This is an optimization exercise on Yosys and OpenROAD, whose aim is small area, not a production implementation.
Only simulation tests tie the RTL to the original design; equivalence was not proved.
No activity file was given, so power comes from the tool's default toggle rates.

==> flow/design.v (excerpt) <==
module dd_top (
	input wire logic clk_i,
	input wire logic rst_rd_flag1,
	input wire logic [4-1:0] rxd_ena_i,
	input wire logic [4*13-1:0] fifo_usedw_i,
	input wire logic [4*32-1:0] fifo_rd_data_i,
	output logic [4-1:0] fifo_rd_req_o,
	input wire logic [4*25-1:0] clr_usedw_i,
	output logic [4*25-1:0] ddr_usedw_o,
	output logic [31:0] fdma_waddr_o,
	output logic [15:0] fdma_wsize_o,
	output logic fdma_wareq_o,
	input wire logic fdma_wbusy_i,
	output logic [31:0] fdma_wdata_o,
	input wire logic fdma_wvalid_i
);
	localparam logic [1:0] S_IDLE = 2'b00;
	localparam logic [1:0] S_WACK = 2'b01;
	localparam logic [1:0] S_WOVER = 2'b10;
	localparam logic [1:0] S_IDLEP = 2'b11;
	logic [1:0] st_q;
	logic busy_q;
	logic wareq_q;
	logic [1:0] gsel_q;
	logic [10:0] size_q;
	logic [22:0] ptr_q [4];
	logic [24:0] usedw_q [4];
	logic [4-1:0] ready;
	logic [10:0] words [4];
	always_comb begin
		for (int c = 0; c < 4; c++) begin
			ready[c] = (|fifo_usedw_i[c*13+10 +: 3])
				|| ((|fifo_usedw_i[c*13 +: 10]) && !rxd_ena_i[c]);
			words[c] = (|fifo_usedw_i[c*13+10 +: 3]) ? 11'd1024
				: {1'b0, fifo_usedw_i[c*13 +: 10]};
		end
	end
	logic [1:0] gidx;
	always_comb begin
		gidx = 2'd0;
		for (int i = 4 - 1; i >= 0; i--)
			if (ready[i]) gidx = 2'(i);
	end
	logic idle;
	logic grant;
	logic busy_rise;
	logic busy_fall;
	logic commit;
	assign idle = (st_q == S_IDLE) || (st_q == S_IDLEP);
	assign grant = idle && (|ready) && !fdma_wbusy_i;
	assign busy_rise = !busy_q && fdma_wbusy_i;
	assign busy_fall = busy_q && !fdma_wbusy_i;
	assign commit = (st_q == S_WOVER) && busy_fall;
	logic [22:0] cur_ptr;
	logic [22:0] ptr_sum;
	logic [22:0] ptr_next;
	assign cur_ptr = ptr_q[gsel_q];
	assign ptr_sum = cur_ptr + 23'(size_q);
	assign ptr_next = (&ptr_sum[22:18]) ? 23'd0 : ptr_sum;
	always_ff @(posedge clk_i or negedge rst_rd_flag1) begin
		if (!rst_rd_flag1) begin
			busy_q <= 1'b0;
		end else begin
			busy_q <= fdma_wbusy_i;
		end
	end
	always_ff @(posedge clk_i or negedge rst_rd_flag1) begin
  ...
Size in the first run: ~1700 cells after synthesis, about 210 flip-flops, roughly 470 I/O pins, ~16000 um2 of cells after synthesis.
Settings: LEC_CHECK=0, CAP_MARGIN=20, CORE_MARGIN=2, CORE_UTILIZATION=40, SLEW_MARGIN=20; clock period 6.0 ns.
run.sh (not shown) runs the stock make flow with config.mk's settings and CLKGATE_MAP_FILE= SYNTH_SCRIPT=/design/flow/synth_recipe.tcl, a recipe that flattens the netlist after the stock synthesis.
Then changed:
==> flow/flow/run.sh (new file) <==
#!/bin/bash
# Standard ORFS layout; the only change is the cell used for the port
# buffers (the smallest buffer instead of the resizer's default pick).
set -euo pipefail
bash standard.sh 'BUFFER_PORTS_ARGS=-buffer_cell sky130_fd_sc_hd__buf_1' finish > standard_make.log 2>&1
==> flow/standard.sh (new file) <==
#!/bin/bash
# synth_recipe.tcl (not shown) runs the flow's synth.tcl, then flattens the netlist and writes it again
# the make line also repeats each setting of config.mk as NAME=value (left out here)
make -C /OpenROAD-flow-scripts/flow DESIGN_CONFIG=/design/flow/config.mk WORK_HOME=/design/flow/orfs CLKGATE_MAP_FILE= SYNTH_SCRIPT=/design/flow/synth_recipe.tcl "${@:-finish}"
CTS_BUF_LIST = sky130_fd_sc_hd__clkbuf_4   (was unset)
removed: flow/run.sh
After rerunning: Count of clock-buffer cells in the layout increases by 64; synthesized cell count stays the same; design area falls by 13%; area after synthesis is unchanged.
Then changed:
==> flow/flow/run.sh (replaced) <==
#!/bin/bash
# Standard ORFS layout with two changes: the port buffers use the smallest
# buffer cell, and clock tree synthesis uses larger sink clusters without
# dummy loads.
set -euo pipefail
bash standard.sh \
  'BUFFER_PORTS_ARGS=-buffer_cell sky130_fd_sc_hd__buf_1' \
  'CTS_ARGS=-sink_clustering_enable -repair_clock_nets -buf_list sky130_fd_sc_hd__clkbuf_8 -sink_clustering_size 20 -sink_clustering_max_diameter 50 -dont_use_dummy_load' \
  finish > standard_make.log 2>&1
CTS_BUF_LIST = unset   (was sky130_fd_sc_hd__clkbuf_4)
The changed run completed with no timing, DRC or antenna violations.
First-iteration DRC count rises by about 6%.
Count of clock-buffer cells in the layout falls by 62.
Global-route usage fell by 0.33 points.
Area after synthesis is unchanged.
Flip-flop and latch count does not change.
Then changed:
==> flow/flow/run.sh (replaced) <==
#!/bin/bash
# Standard ORFS layout with two changes: the port buffers use the smallest
# buffer cell, and clock tree synthesis uses larger sink clusters without
# dummy loads.
set -euo pipefail
bash standard.sh \
  'BUFFER_PORTS_ARGS=-buffer_cell sky130_fd_sc_hd__buf_1' \
  'CTS_ARGS=-sink_clustering_enable -repair_clock_nets -buf_list {sky130_fd_sc_hd__clkbuf_8 sky130_fd_sc_hd__clkbuf_16} -sink_clustering_size 30 -sink_clustering_max_diameter 60 -dont_use_dummy_load' \
  finish > standard_make.log 2>&1
Routed wire length stays flat.
Global-route usage shrinks by 0.31 points.
Total power grows by 2.7%.
Design area grows by 0.93%.
Fmax grows by 0.87%.
Critical path depth does not change.
Area after synthesis does not change.
Cell count shrinks by 0.40%.
Clock power grows by 25%.
Register-to-register slack hardly moves.
Worst setup slack gains 43 ps.
Then changed:
==> flow/flow/run.sh (replaced) <==
#!/bin/bash
# Standard ORFS layout with two changes: the port buffers use the smallest
# buffer cell, and clock tree synthesis uses larger sink clusters without
# dummy loads.
set -euo pipefail
bash standard.sh \
  'BUFFER_PORTS_ARGS=-buffer_cell sky130_fd_sc_hd__buf_1' \
  'CTS_ARGS=-sink_clustering_enable -repair_clock_nets -buf_list sky130_fd_sc_hd__clkbuf_8 -sink_clustering_size 28 -sink_clustering_max_diameter 45 -dont_use_dummy_load' \
  finish > standard_make.log 2>&1
After rerunning:
- core utilization fell by 0.32 points
- sequential share of layout area rose by 0.19 points
- synthesized cell count is unchanged
- combinational power stays flat
- critical path depth does not change
- fmax stays flat
- final cell count increases by 0.59%
- worst hold slack barely changes
- clock skew rose by 36 ps
- wire length went up by 0.38%

==> separate check: timing with driven ports <==
The results above use ideal ports. As a check the final layouts listed here were re-extracted and re-timed, cells and wires unchanged. Step 1 (the two cells are an assumption about what drives the block):
set clk [get_ports {clk_i}]
set_driving_cell -lib_cell sky130_fd_sc_hd__clkbuf_16 $clk
set_driving_cell -lib_cell sky130_fd_sc_hd__buf_2 [delete_from_list [all_inputs] $clk]
Step 2, shift: input delay + t, output delay - t, t = (earliest + latest rising clock arrival at the registers) / 2. This alone moves slack from input paths to output paths. a / b / c = ideal / step 1 / step 2; a / b = the first two.
run | t (ns) | slack for setup (ns) | worst hold slack (ns) | worst register clock-pin slew, ns
the first run | 0.599 | 0.986 / 0.981 / 0.381 | 0.476 / 0.476 / 0.476 | 0.06 / 0.06
the second run | 0.772 | 1.118 / 1.118 / 0.444 | 0.471 / 0.446 / 0.484 | 0.07 / 0.07
the third run | 0.605 | 1.004 / 0.998 / 0.393 | 0.480 / 0.480 / 0.480 | 0.08 / 0.08
the fourth run | 0.591 | 1.046 / 1.043 / 0.452 | 0.480 / 0.480 / 0.480 | 0.08 / 0.08
the fifth run | 0.618 | 1.040 / 1.034 / 0.416 | 0.482 / 0.482 / 0.482 | 0.09 / 0.09
After both steps every run listed still meets setup and hold. The setup slack of the second run, which loses most, moves by 0.000 ns with the drivers and by -0.674 ns with both steps.
